This design comes from an exercise in tuning for small area, a short achievable clock period and few clock cycles per item on the open sky130 flow, not from production work.
Only simulation tests tie the RTL to the original design; equivalence was not proved.

--- flow/config.mk ---
export PLATFORM = sky130hd
export DESIGN_NAME = page_table_translate_lru_fifo_core
export DESIGN_NICKNAME = page_table_translate_lru_fifo_core
export VERILOG_FILES = /design/flow/design.v
export SDC_FILE = /design/flow/constraint.sdc
export NUM_CORES = 4
export LEC_CHECK = 0
export ABC_CLOCK_PERIOD_IN_PS = 4000
export CAP_MARGIN = 20
export CORE_MARGIN = 2
export CORE_UTILIZATION = 55
export CTS_BUF_LIST = sky130_fd_sc_hd__clkbuf_4 sky130_fd_sc_hd__clkbuf_8
export SETUP_SLACK_MARGIN = 2.7
export SLEW_MARGIN = 20
export TNS_END_PERCENT = 5
--- flow/constraint.sdc ---
create_clock -name core_clock -period 6.5 [get_ports {clk}]
set_input_delay 1.3000 -clock core_clock [delete_from_list [all_inputs] [get_ports {clk}]]
set_output_delay 1.3000 -clock core_clock [all_outputs]
set_load 0.01 [all_outputs]
--- flow/design.v ---
module page_table_translate_lru_fifo_core #(
	parameter int MAX_ENTRIES = 16,
	parameter int ADDR_BITS   = 16
) (
	input  logic        clk,
	input  logic        arst_n,
	input  logic        push,
	output logic        full,
	input  logic [15:0] virtual_address,
	output logic        empty,
	input  logic        pop,
	output logic        fault,
	output logic [3:0]  frame,
	output logic [19:0] physical_address,
	input  logic        cfg_valid,
	output logic        cfg_ready,
	input  logic [1:0]  cfg_index,
	input  logic [15:0] cfg_data
);
	logic [15:0] ps_q;    
	logic [4:0]  n_q;     
	logic        pol_q;   
	logic        psw_q;   
	logic [15:0] psn_q;   
	logic [17:0] ps3_q;   
	logic [8:1]  z1_q, z2_q, z3_q;
	logic [17:0] ps3_d;
	logic [8:1]  z1_d, z2_d, z3_d;
	assign ps3_d = {2'b00, ps_q} + {1'b0, ps_q, 1'b0};
	always_comb begin
		for (int i = 1; i <= 8; i++) begin
			z1_d[i] = ((ps_q >> (2 * i)) == 16'd0);
			z2_d[i] = ((ps_q >> (2 * i - 1)) == 16'd0);
			z3_d[i] = ((ps3_d >> (2 * i)) == 18'd0);
		end
	end
	assign cfg_ready = 1'b1;
	always_ff @(posedge clk or negedge arst_n) begin
		if (!arst_n) begin
			ps_q  <= 16'd256;
			n_q   <= 5'd16;
			pol_q <= 1'b0;
			psw_q <= 1'b0;
		end else begin
			psw_q <= cfg_valid && (cfg_index == 2'd0);
			if (cfg_valid) begin
				case (cfg_index)
					2'd0: ps_q <= (cfg_data == 16'd0) ? 16'd1 : cfg_data;
					2'd1: n_q <= (cfg_data[4:0] == 5'd0) ? 5'd1 :
					             (cfg_data[4] && (cfg_data[3:0] != 4'd0)) ? 5'd16 : cfg_data[4:0];
					2'd2: pol_q <= cfg_data[0];
					default: begin
					end
				endcase
			end
		end
	end
	always_ff @(posedge clk) begin
		psn_q <= ~ps_q;
		ps3_q <= ps3_d;
		z1_q  <= z1_d;
		z2_q  <= z2_d;
		z3_q  <= z3_d;
	end
	logic [16:0] ps2;
	assign ps2 = {ps_q, 1'b0};
	logic adv;       
	logic hv_q, kv_q;
	assign adv   = !kv_q;
	assign full  = kv_q || psw_q;
	assign empty = !hv_q;
	localparam logic [8:1] REGM = 8'b1111_1110;
	logic [15:0] xi [1:8], xs [1:8], xr [1:8];
	logic [15:0] qi [1:8], qs [1:8], qr [1:8];
	logic        vi [1:8], vr [1:8];
	genvar k;
	generate
		for (k = 1; k <= 8; k++) begin : g_div
			localparam int J = 16 - 2 * k;  
			localparam int W = 2 * k;       
			logic [W-1:0] t;
			logic [W:0]   d1, d2, d3;
			logic         c1, c2, c3;
			logic         z1, z2, z3;
			logic [W-1:0] nt;
			logic [1:0]   qb;
			if (k == 1) begin : g_in
				assign xi[k] = virtual_address;
				assign qi[k] = 16'd0;
				assign vi[k] = push && !psw_q;
			end else if (REGM[k-1]) begin : g_reg
				assign xi[k] = xr[k-1];
				assign qi[k] = qr[k-1];
				assign vi[k] = vr[k-1];
			end else begin : g_comb
				assign xi[k] = xs[k-1];
				assign qi[k] = qs[k-1];
				assign vi[k] = vi[k-1];
			end
			logic [15:0] pk;    
			if (k >= 6) begin : g_psn
				assign pk = ~psn_q;
			end else begin : g_ps
				assign pk = ps_q;
			end
			assign t  = xi[k][15:J];
			assign z1 = z1_q[k];
			assign z2 = z2_q[k];
			assign z3 = z3_q[k];
			assign d1 = {1'b0, t} - {1'b0, pk[W-1:0]};
			assign d2 = {1'b0, t} - {1'b0, pk[W-2:0], 1'b0};
			assign d3 = {1'b0, t} - {1'b0, ps3_q[W-1:0]};
			assign c1 = z1 && !d1[W];
			assign c2 = z2 && !d2[W];
			assign c3 = z3 && !d3[W];
			assign qb = c3 ? 2'd3 : c2 ? 2'd2 : c1 ? 2'd1 : 2'd0;
			assign nt = c3 ? d3[W-1:0] : c2 ? d2[W-1:0] : c1 ? d1[W-1:0] : t;
			if (J > 0) begin : g_lo
				assign xs[k] = {nt, xi[k][J-1:0]};
			end else begin : g_last
				assign xs[k] = nt;
			end
			assign qs[k] = qi[k] | (16'(qb) << J);
			if (REGM[k]) begin : g_ff
				always_ff @(posedge clk or negedge arst_n) begin
					if (!arst_n) begin
						vr[k] <= 1'b0;
					end else if (adv) begin
						vr[k] <= vi[k];
					end
				end
				always_ff @(posedge clk) begin
					if (adv) begin
						xr[k] <= xs[k];
						qr[k] <= qs[k];
					end
				end
			end
		end
	endgenerate
	logic [15:0] e_pg [16];
	logic [3:0]  e_fr [16];
	logic [4:0]  vc_q;      
	logic [15:0] vm_q;      
	logic        ft_q;      
	logic [15:0] pre_d;
	logic        prv_d;
	logic [15:0] pre_q;
	logic        prv_q;
	logic [15:0] ush_q;     
	logic [15:0] uwt_q;     
	logic        uev_q;     
	logic        uin_q;     
	logic [15:0] pg_t;
	assign pg_t = qr[8];
	genvar j;
	generate
		for (j = 0; j < 16; j++) begin : g_pre
			assign pre_d[j] = (e_pg[j] == qs[8]);
		end
	endgenerate
	assign prv_d = (pg_t == qs[8]);
	logic        tp;        
	logic [15:0] eq, ge, first, top, inst, sh, wt;
	logic        hit, lru_hit, evict, install, rot;
	logic [3:0]  hf, nf;
	assign tp = adv && vr[8];
	always_comb begin
		for (int i = 0; i < 16; i++) begin
			if (ush_q[i]) eq[i] = pre_q[(i + 1) % 16];
			else if (uwt_q[i]) eq[i] = prv_q;
			else eq[i] = pre_q[i];
		end
		eq = eq & vm_q;
		ge[0] = eq[0];
		for (int i = 1; i < 16; i++) ge[i] = ge[i-1] | eq[i];
		first[0] = eq[0];
		for (int i = 1; i < 16; i++) first[i] = eq[i] & !ge[i-1];
		for (int i = 0; i < 15; i++) top[i] = vm_q[i] & !vm_q[i+1];
		top[15] = vm_q[15];
		inst[0] = !vm_q[0];
		for (int i = 1; i < 16; i++) inst[i] = vm_q[i-1] & !vm_q[i];
		if (uev_q) hit = (|(pre_q[15:1] & vm_q[15:1])) || prv_q;
		else if (uin_q) hit = (|(pre_q & vm_q & ~uwt_q)) || prv_q;
		else hit = |(pre_q & vm_q);
		lru_hit = hit && !pol_q;
		evict   = !hit && ft_q;
		install = !hit && !ft_q;
		rot     = lru_hit || evict;
		for (int i = 0; i < 15; i++) sh[i] = tp && vm_q[i+1] && (evict || (lru_hit && ge[i]));
		sh[15] = 1'b0;
		for (int i = 0; i < 16; i++) wt[i] = tp && ((rot && top[i]) || (install && inst[i]));
		hf = 4'd0;
		for (int i = 0; i < 16; i++) hf = hf | (first[i] ? e_fr[i] : 4'd0);
		nf = install ? vc_q[3:0] : (hit ? hf : e_fr[0]);
	end
	always_ff @(posedge clk) begin
		for (int i = 0; i < 16; i++) begin
			if (sh[i]) begin
				e_pg[i] <= e_pg[(i + 1) % 16];
				e_fr[i] <= e_fr[(i + 1) % 16];
			end else if (wt[i]) begin
				e_pg[i] <= pg_t;
				e_fr[i] <= nf;
			end
		end
	end
	logic [4:0]  vc_inc;
	logic [15:0] vm_same, vm_inc;
	assign vc_inc = vc_q + 5'd1;
	always_comb begin
		for (int i = 0; i < 16; i++) begin
			vm_same[i] = (5'(i) < vc_q)   && (5'(i) < n_q);
			vm_inc[i]  = (5'(i) < vc_inc) && (5'(i) < n_q);
		end
	end
	always_ff @(posedge clk or negedge arst_n) begin
		if (!arst_n) begin
			vc_q <= 5'd0;
			vm_q <= 16'd0;
			ft_q <= 1'b0;
		end else if (tp && install) begin
			vc_q <= vc_inc;
			vm_q <= vm_inc;
			ft_q <= (vc_inc >= n_q);
		end else begin
			vm_q <= vm_same;
			ft_q <= (vc_q >= n_q);
		end
	end
	logic        r_v_q, r_fault_q;
	logic [3:0]  r_frame_q;
	logic [15:0] r_off_q;
	always_ff @(posedge clk or negedge arst_n) begin
		if (!arst_n) begin
			r_v_q <= 1'b0;
		end else if (adv) begin
			r_v_q <= vr[8];
		end
	end
	always_ff @(posedge clk) begin
		if (adv) begin
			pre_q     <= pre_d;
			prv_q     <= prv_d;
			ush_q     <= sh;
			uwt_q     <= wt;
			uev_q     <= tp && evict;
			uin_q     <= tp && install;
			r_fault_q <= !hit;
			r_frame_q <= nf;
			r_off_q   <= xr[8];
		end
	end
	logic [19:0] phys_d;
	logic [17:0] m_lo, m_hi;
	always_comb begin
		case (r_frame_q[1:0])
			2'd0: m_lo = 18'd0;
			2'd1: m_lo = {2'b00, ps_q};
			2'd2: m_lo = {1'b0, ps2};
			default: m_lo = ps3_q;
		endcase
		case (r_frame_q[3:2])
			2'd0: m_hi = 18'd0;
			2'd1: m_hi = {2'b00, ps_q};
			2'd2: m_hi = {1'b0, ps2};
			default: m_hi = ps3_q;
		endcase
	end
	assign phys_d = r_fault_q ? 20'd0 : ({4'd0, r_off_q} + {2'd0, m_lo} + {m_hi, 2'b00});
	logic        h_fault_q, k_fault_q;
	logic [3:0]  h_frame_q, k_frame_q;
	logic [19:0] h_phys_q, k_phys_q;
	logic        rpush, hpop;
	assign rpush = adv && r_v_q;
	assign hpop  = pop && hv_q;
	always_ff @(posedge clk or negedge arst_n) begin
		if (!arst_n) begin
			hv_q <= 1'b0;
			kv_q <= 1'b0;
		end else begin
			if (hpop) begin
				hv_q <= kv_q || rpush;
				kv_q <= 1'b0;
			end else if (rpush) begin
				hv_q <= 1'b1;
				kv_q <= hv_q;
			end
		end
	end
	always_ff @(posedge clk) begin
		if (hpop && kv_q) begin
			h_fault_q <= k_fault_q;
			h_frame_q <= k_frame_q;
			h_phys_q  <= k_phys_q;
		end else if (rpush && (hpop || !hv_q)) begin
			h_fault_q <= r_fault_q;
			h_frame_q <= r_frame_q;
			h_phys_q  <= phys_d;
		end
		if (rpush && hv_q && !hpop) begin
			k_fault_q <= r_fault_q;
			k_frame_q <= r_frame_q;
			k_phys_q  <= phys_d;
		end
	end
	assign fault            = h_fault_q;
	assign frame            = h_frame_q;
	assign physical_address = h_phys_q;
endmodule
--- flow/run.sh ---
#!/bin/bash
# synth_recipe.tcl (not shown) runs the flow's synth.tcl, then flattens the netlist and writes it again
# the make line also repeats each setting of config.mk as NAME=value (left out here)
make -C /OpenROAD-flow-scripts/flow DESIGN_CONFIG=/design/flow/config.mk WORK_HOME=/design/flow/orfs CLKGATE_MAP_FILE= SYNTH_SCRIPT=/design/flow/synth_recipe.tcl finish
==> results list, run 1 <==
* Xor/xnor cell area share of the yosys netlist: 0.0767
* Pin count of the biggest net entering global routing: 106
- The initialized floorplan defines 105 standard-cell rows.
- The routed design has 132 mm of wire.
* Number of top-level design ports: 67
* Arr. time, crit path: 4590 ps
- Of the cells placed in the final design, the portion with a size suffix greater than 1 is 0.181.
- The number of nets in the synthesized netlist is 4,356.
- Counting flops with an async set or reset pin after synthesis yields a share of 0.0749.
* Final worst-path setup slack: 2500 ps
* Synthesis Warnings: 11
- TritonCTS clock tree: yes
- The filler cells instantiated in the layout total 6,562.
- Clock-pin slew was measured on the worst setup and hold paths at 60 ps.
- Of the total synthesized cell area, the portion taken by AND, OR, NAND and NOR gates is 0.111.
- Cell accounting for the most synthesized area: sky130_fd_sc_hd__edfxtp_1
- The number of global-route vias before repair was roughly 34,000.
- No sink is reached through more buffers than the 3 on the longest clock path.
- Setup repair after global routing could not meet its margin everywhere.
- Fraction of the core area covered by cells at the end of the flow: 0.625
* Worst setup path category: reg2reg
* Die Span X: 291 um
* Final number of setup-violating endpoints: 0
- Synthesis produced 4,008 cells.
- Initial antenna violation count: 2
- Adder-cell share of the synthesized area: 0.0915
- In this design, the stage delay of the slowest critical-path cell is 530 ps.
- Buffers placed on the I/O ports in this run total 65.
* Post-route antenna net violation count: 0
- Total track usage: 0.307
- Worst Hold Class: reg2reg
- Slew at the pin with the worst max-slew slack: 1060 ps
- Detailed-router iteration count before antenna repair: 6
- Final hold slack: 393 ps
- Relative slew margins: 0.291
- Post-Syn Area: 45,500 sq um
- In this run the clock root is driven by a sky130_fd_sc_hd__clkbuf_8.
* Final routed wire length divided by cell count: 24.6 um
- Share of Yosys cell area claimed by the top area cell type: 0.412
- CTS built an H-tree with a depth of 4.
- Half-perimeter wire length after detailed placement: just over 90 mm
- Among all flip-flop cells after synthesis, the most frequent one is sky130_fd_sc_hd__edfxtp_1.
- The worst setup path is launched from a register.
- After floorplanning, the core was sized to cover ~80,000 sq um.
- At the end of routability-driven placement, the weighted congestion stood at 0.917.
- Summed over all layers, the global routing overflow is 0.
- The smallest clock period supported by the final layout is computed as 4000 ps.
- Timing would allow up to between 200 and 250 MHz.
- Using the TritonRoute via totals, the vias-per-cell ratio works out to 6.20.
- Number of clock buffers inserted by TritonCTS: 130
- Die Ht: 291 um
- Traced cell by cell, the critical path runs through inv_2, ha_2, inv_1, fa_2, a211o_1, a21boi_4, o31ai_4, o311a_4, o41a_4, buf_12, buf_16, xor2_1, or3_1, a21oi_1.
- A synthesized cell averages 11.3 sq um.
- At the worst endpoint, the required time is 7080 ps.
- Final period util: 0.616
- Max Fanout on Critical Path: 5
- After synthesis, the cell types taking the most area are sky130_fd_sc_hd__edfxtp_1 41%, sky130_fd_sc_hd__ha_1 7.4%, sky130_fd_sc_hd__mux2_2 6.1%.
- The slowest stage of the critical path is the sky130_fd_sc_hd__o41a_4 cell.
- The tree built by TritonCTS fans out to 734 sinks.
* Nets: between 4,000 and 5,000
* DRC violations left: 0
- Slew Viols, Final: 0
- The final hold violation count is 0.
- Detailed-route via count: about 33,000
- Setup crit end kind: register
* Die ar.: about 85,000 sq um
* Count of different cell masters after synthesis: ~100
- P&R area growth vs syn: 12.8%
- Across the run, the number of max-cap violations was 0.
* Effective utilization at floorplan: 0.554
- Flip-flop and latch count after synthesis: 734
* Post-synth EDFFs: 623
- The later pin in the worst-skew pair is clocked with a latency of 820 ps.
- Starting DRC count in detailed routing: 2,440
* Maximum clock skew at final layout: 83.1 ps
* Global-route wire length before repair: 200 mm
* Compound-cell area share of the yosys netlist: 0.125
* Mux contribution to synthesized area: 0.0980
- Before CTS, the worst setup slack after placement is between 1000 and 1500 ps.
- Setup Total Neg Slack: 0 ps
* Status: complete, no violations
- The share of the Yosys chip area taken by registers is 0.467.
- After synthesis, the largest family of logic cells by area is compound AO/OA/AOI/OAI gates.
## metal layers
layer	track usage	routed length [um]	up-vias
li1	-	-	15400
met1	0.379	52800	16300
met2	0.519	64700	1198
met3	0.0413	6930	346
met4	0.175	7660	0
met5	0	0	-
## through the flow
| stage | std cells | area, sq um |
|---|---|---|
| floorplan | 4008 | 45500 |
| global placement | 5046 | 47300 |
| detailed placement | 5046 | 47300 |
| CTS | 5336 | 50900 |
| global route | 5357 | 51300 |
| finish | 5358 | 51300 |
## timing repair
action                                 4_1_cts  5_1_grt
gates resized for setup                    102       49
setup buffers                               53       16
gates cloned                                 9        3
hold buffers                                 0        0
endpoints found under the hold margin        0        0
setup endpoints to repair                  636      560
pin swaps                                   16       11
## synthesized netlist by cell type, drive strengths merged (37+ instances only)
master	instances
dfrtp	53
o21ai	214
dfxtp	56
buf	51
o21a	53
nand3	88
nand2b	74
inv	175
a211oi	63
a21o	39
nor4	48
a21oi	154
clkbuf	114
mux2i	51
nand2	221
mux2	344
ha	270
or3	37
nor3	101
fa	39
xor2	249
a22oi	37
nor2b	63
xnor2	149
nor2	177
and3	40
edfxtp	623
## critical path, delay by kind of cell (launching register included)
family                     cells  cell delay [ps]
AOI/OAI and AO/OA              6             1870
adders and majority gates      2              560
DFF                            1              490
buffers and inverters          4              460
and+or+nand+nor                1              320
xor gates and xnor gates       1              130
## placed cells by master, fill, tap and decap left out, drive strengths merged, types with 101 or more instances in the layout
master	Yosys	layout
nor2	177	177
o21ai	214	214
ha	270	270
clkbuf	114	165
edfxtp	623	623
xor2	249	249
a21oi	154	154
inv	175	180
buf	51	141
mux2	344	344
nand2	221	221
xnor2	149	149
nor3	101	101
## cell families after synthesis
family,count (synthesis)
buffers and inverters,342
DFF,734
xor gates and xnor gates,398
adders and majority gates,309
AOI/OAI and AO/OA,846
other,1
muxes,395
and+or+nand+nor,983
## registers in the layout, summed over array words and instances, names as in the netlist, 8 cells and up
signal    count
h_phys_q     20
e_pg        256
qr           70
psn_q        16
ps_q         16
ps3_q        18
pre_q        16
uwt_q        16
ush_q        15
vm_q         16
xr          112
r_off_q      16
z3_q          8
e_fr         64
k_phys_q     20
## area by class of cell
type / instances / area [sq um] / area share
multi-input cells: 2939 / 23500 / 0.458
flip-flops and latches: 734 / 21200 / 0.414
clock buffers: 165 / 2090 / 0.0408
repair buffers: 208 / 1960 / 0.0383
well taps: 1070 / 1340 / 0.0261
inverters: 177 / 707 / 0.0138
clock inverters: 63 / 480 / 0.00937
diodes: 2 / 5.00 / 0.0000976
## final timing paths
| check | startpoint | to | slack [ps] | depth (start not counted) |
|---|---|---|---|---|
| worst max-delay path | xr[7][0]$_DFFE_PN_ | prv_q$_DFFE_PN_ | 2500 | 14 |
| worst min-delay path | qr[6][9]$_DFFE_PN_ | qr[7][9]$_DFFE_PN_ | 390 | 0 |
| worst max register to register | xr[7][0]$_DFFE_PN_ | prv_q$_DFFE_PN_ | 2500 | 14 |
| worst min register to register | qr[6][9]$_DFFE_PN_ | qr[7][9]$_DFFE_PN_ | 390 | 0 |
| max in group asynchronous | arst_n | ps_q[4]$_DFFE_PN0P_ | 4990 | 2 |
| min in group asynchronous | arst_n | vc_q[3]$_DFFE_PN0P_ | 470 | 1 |
Testbench counts, summed over its fixed seeds: cycles 8,211, items 7,251.
==> inputs of run 2 (changes only) <==
--- a/flow/config.mk
+++ b/flow/config.mk
@@ -11,3 +11,4 @@
 export CORE_UTILIZATION = 55
-export CTS_BUF_LIST = sky130_fd_sc_hd__clkbuf_4 sky130_fd_sc_hd__clkbuf_8
+export CTS_CLUSTER_DIAMETER = 90
+export CTS_CLUSTER_SIZE = 25
 export SETUP_SLACK_MARGIN = 2.7
==> results list, run 2 <==
- Along the worst path, the maximum fanout reaches 15.
- Setup repair after global routing could not meet its margin everywhere.
* CTS hold repair buffers: 0
- In this run the vertical extent of the chip is 291 um.
- Total of buffers placed on input and output ports: 65
* Total Wirelength: 129 mm
* Initial antenna violation count: 2
- Number of flip-flops in the largest register: between 200 and 300
- Place WS: 1360 ps
- Flip-flop and latch count after synthesis: 734
* Fraction of layout instances using a drive strength above 1: 0.150
- Ranked by flip-flop count, first place goes to e_pg.
- For this run, design rule violations remaining after detail routing come to 0.
* Async set or reset register ratio after synthesis: 0.0749
* Post-route minimum period: 3980 ps
- Synthesized net count: 4,356
* Xor/xnor cell area share of the yosys netlist: 0.0767
- Die Span X: between 200 and 300 um
- Total track usage: 0.299
* Post-synth EDFFs: 623
- The H-tree generated during clock tree synthesis spans 2 levels.
- Summed over all failing endpoints, the final setup total negative slack is 0 ps.
- The wire-length estimate of the detail-placed layout is 92.8 mm.
- The number of slew-limit violations in the final report came to 0.
- Number of clock buffers inserted by TritonCTS: 41
- Remaining Overflow, GRT: 0
- The compound-gate portion of the synthesized area is 0.125.
- Traced cell by cell, the critical path runs through clkinvlp_4, ha_1, inv_1, fa_1, a211o_1, a2111oi_0, nor3_1, a211oi_1, or3_1, o211ai_2, buf_4, mux2_2, a221o_1.
- Derived from the worst setup path, the maximum achievable clock frequency is 251 MHz.
- After clock tree synthesis, the clock-pin slew on the worst setup and hold paths is 100 ps.
- For flop-to-flop paths, the worst setup slack is 2520 ps.
- The worst setup path is of the reg2reg kind.
* Core area: 82,000 sq um
- Fraction of the core area covered by cells at the end of the flow: 0.607
- The finished layout holds 5,183 standard cells, fillers aside.
- Synthesis produced a netlist whose cell count is 4,008.
* Clock insertion delay at the later pin of the skew report: roughly 640 ps
- Total instance count after detailed placement: 5,046
- The tool flagged a number of max-cap violations equal to 0.
* Number of top-level design ports: 67
- The largest registers in the layout are e_pg: 256 flops, xr: 112 flops, qr: 70 flops.
- List of most frequent post-synthesis cells: 623 x sky130_fd_sc_hd__edfxtp_1, 270 x sky130_fd_sc_hd__ha_1, 249 x sky130_fd_sc_hd__xor2_1
* P&R area growth vs syn: 9.45%
- Root cell of the clock tree: sky130_fd_sc_hd__clkbuf_16
* Cell family with the largest share of critical-path delay: compound AO/OA/AOI/OAI gates
* Final routed wire length divided by cell count: 24.8 um
- Simple-Gate Fraction of Synth Area: 0.111
- Of the total synthesized cell area, the portion taken by full adders, half adders and majority gates is 0.0915.
- Count of different cell masters after synthesis: 101
- Final worst-path setup slack: 2520 ps
- Between clock sinks in the finished design, the worst skew comes to 46.7 ps.
- By instance count, the leading cell after synthesis is sky130_fd_sc_hd__edfxtp_1.
* Arr. time, crit path: 4340 ps
- Status: complete, no violations
* Worst Hold Class: reg2reg
- Once detail routing completed, the nets flagged for antenna violations numbered 0.
* Pin count of the biggest net entering global routing: around 110
- Data on the critical path is required at its endpoint by slightly below 7000 ps.
- Predominant post-synthesis flop cell: sky130_fd_sc_hd__edfxtp_1
- By area, the combinational part of the netlist is dominated by compound AO/OA/AOI/OAI gates.
- Number of sinks handled by clock tree synthesis: around 730
- Startpoint Class: register
- For this run, the number of Yosys warnings is 11.
* Starting DRC count in detailed routing: 2,332
* Commonest non-fill, non-tap cells in the layout: 623 x sky130_fd_sc_hd__edfxtp_1, 265 x sky130_fd_sc_hd__ha_1, 249 x sky130_fd_sc_hd__xor2_1, 246 x sky130_fd_sc_hd__mux2_2, 219 x sky130_fd_sc_hd__nand2_1
- Critical path's largest stage delay: 450 ps
* Slew at the pin with the worst max-slew slack: 1050 ps
- Of the synthesized area, sequential elements account for 0.467.
- The initialized floorplan defines 105 standard-cell rows.
- Global-route wire length before repair: 196 mm
- The final hold violation count was 0.
- Slowest stage cell on the critical path: sky130_fd_sc_hd__or3_1
- TritonCTS clock tree: yes
- Final number of setup-violating endpoints: 0
* Cell accounting for the most synthesized area: sky130_fd_sc_hd__edfxtp_1
* Mean instance size in the synthesized netlist: roughly 11 sq um
- Nets: around 4,400
- Dividing the final minimum period by the clock period gives 0.613.
- Share of Yosys cell area claimed by the top area cell type: 0.412
- The worst pin sits at a relative slew slack of 0.297.
- Clock buffer depth: 3
- The detailed router placed 32,500 vias in this run.
- The congestion estimate from routability-driven global placement came to 0.917.
* Die ar.: 85,000 sq um
- Critical path buffers and inverters: 3
- Effective utilization at floorplan: 0.554
- After detailed routing, the number of vias per cell comes to 6.26.
- Setup crit end kind: register
- The mapped netlist covers about 45,000 sq um.
* Via count of the first global-routing pass: 33,200
* Detailed-router iteration count before antenna repair: 6
* Most common library cell in the layout ignoring fill and taps: sky130_fd_sc_hd__edfxtp_1
- The portion of synthesized area spent on multiplexers is 0.0980.
* Top cells by area, synth: sky130_fd_sc_hd__edfxtp_1 41%, sky130_fd_sc_hd__ha_1 7.4%, sky130_fd_sc_hd__mux2_2 6.1%
==> run 2: cell counts after synthesis <==
No cell type changed its count.
==> run 2: timing repair <==
| action | in CTS | in global routing |
|---|---|---|
| buffers inserted | 56 | 4 |
| pin swaps | 21 | 7 |
| cloned | 5 | 2 |
| resized for setup | 116 | 26 |
| endpoints found under the setup margin | 640 | 569 |
==> run 2: area by class of cell <==
class                      instances  area [sq um]
multi-input combinational       2937         23400
inverter                         177           707
clock inverter                    19           230
sequential                       734         21200
timing repair buffer             196          1760
fill                            6682         32200
antenna                            1          2.50
clock buffer                      49          1100
tap                             1070          1340
==> run 2: logic make-up after synthesis <==
kind of cell / Yosys count
and+or+nand+nor: 983
AOI/OAI and AO/OA: 846
DFF: 734
xor gates and xnor gates: 398
muxes: 395
buffers and inverters: 342
adders and majority gates: 309
other: 1
==> run 2: worst register-to-register path, stage by stage (launching register included) <==
cell	delay (ps)
sky130_fd_sc_hd__dfxtp_1	370
sky130_fd_sc_hd__clkinvlp_4	260
sky130_fd_sc_hd__ha_1	330
sky130_fd_sc_hd__inv_1	70
sky130_fd_sc_hd__fa_1	230
sky130_fd_sc_hd__a211o_1	190
sky130_fd_sc_hd__a2111oi_0	120
sky130_fd_sc_hd__nor3_1	370
sky130_fd_sc_hd__a211oi_1	150
sky130_fd_sc_hd__or3_1	450
sky130_fd_sc_hd__o211ai_2	180
sky130_fd_sc_hd__buf_4	270
sky130_fd_sc_hd__mux2_2	380
sky130_fd_sc_hd__a221o_1	370
==> run 2: through the flow <==
stage	hold WS, ps	cell area [sq um]
after floorplan	400	45500
after global placement	401	47300
after detailed placement	405	47300
after CTS	416	49600
after global routing	434	49700
final	418	49700
==> run 2: layer usage <==
layer | vias to the layer above | global-route usage | routed length (um)
met2 | 1024 | 0.521 | 63500
met3 | 309 | 0.0267 | 5910
met4 | 2 | 0.145 | 7030
li1 | 15100 | - | -
met5 | - | 0 | 17
met1 | 16000 | 0.375 | 52000
==> run 2: worst paths after layout <==
path                               startpoint                  end  cells after the start
max                          psn_q[0]$_DFF_P_   xr[7][5]$_DFFE_PN_                     13
min                        xr[4][4]$_DFFE_PN_   xr[5][4]$_DFFE_PN_                      0
max reg2reg                  psn_q[0]$_DFF_P_   xr[7][5]$_DFFE_PN_                     13
min reg2reg                xr[4][4]$_DFFE_PN_   xr[5][4]$_DFFE_PN_                      0
max in group asynchronous              arst_n  ps_q[2]$_DFFE_PN0P_                      2
min in group asynchronous              arst_n    vm_q[7]$_DFF_PN0_                      1

static timing again, ports no longer ideal:
No port has a modelled driver above. Below, the same layouts with a new extraction and two added sets of constraints.
Step 1 (the two cells are an assumption about what drives the block):
set clk [get_ports {clk}]
set_driving_cell -lib_cell sky130_fd_sc_hd__clkbuf_16 $clk
set_driving_cell -lib_cell sky130_fd_sc_hd__buf_2 [delete_from_list [all_inputs] $clk]
Step 2, shift: input delay + t, output delay - t, t = (earliest + latest rising clock arrival at the registers) / 2. This alone moves slack from input paths to output paths.
Three values: no drivers, after step 1, after step 2; two values: the first two.
run | shift t [ns] | setup slack, ns | worst setup path at the end | worst register clock-pin slew, ns
run 1 | 0.840 | 2.498 / 2.498 / 2.093 | input to register | 0.07 / 0.07
run 2 | 0.682 | 2.518 / 2.518 / 2.185 | input to register | 0.11 / 0.11
After both steps every run listed still meets setup and hold. The setup slack of run 1, which loses most, moves by 0.000 ns with the drivers and by -0.405 ns with both steps.
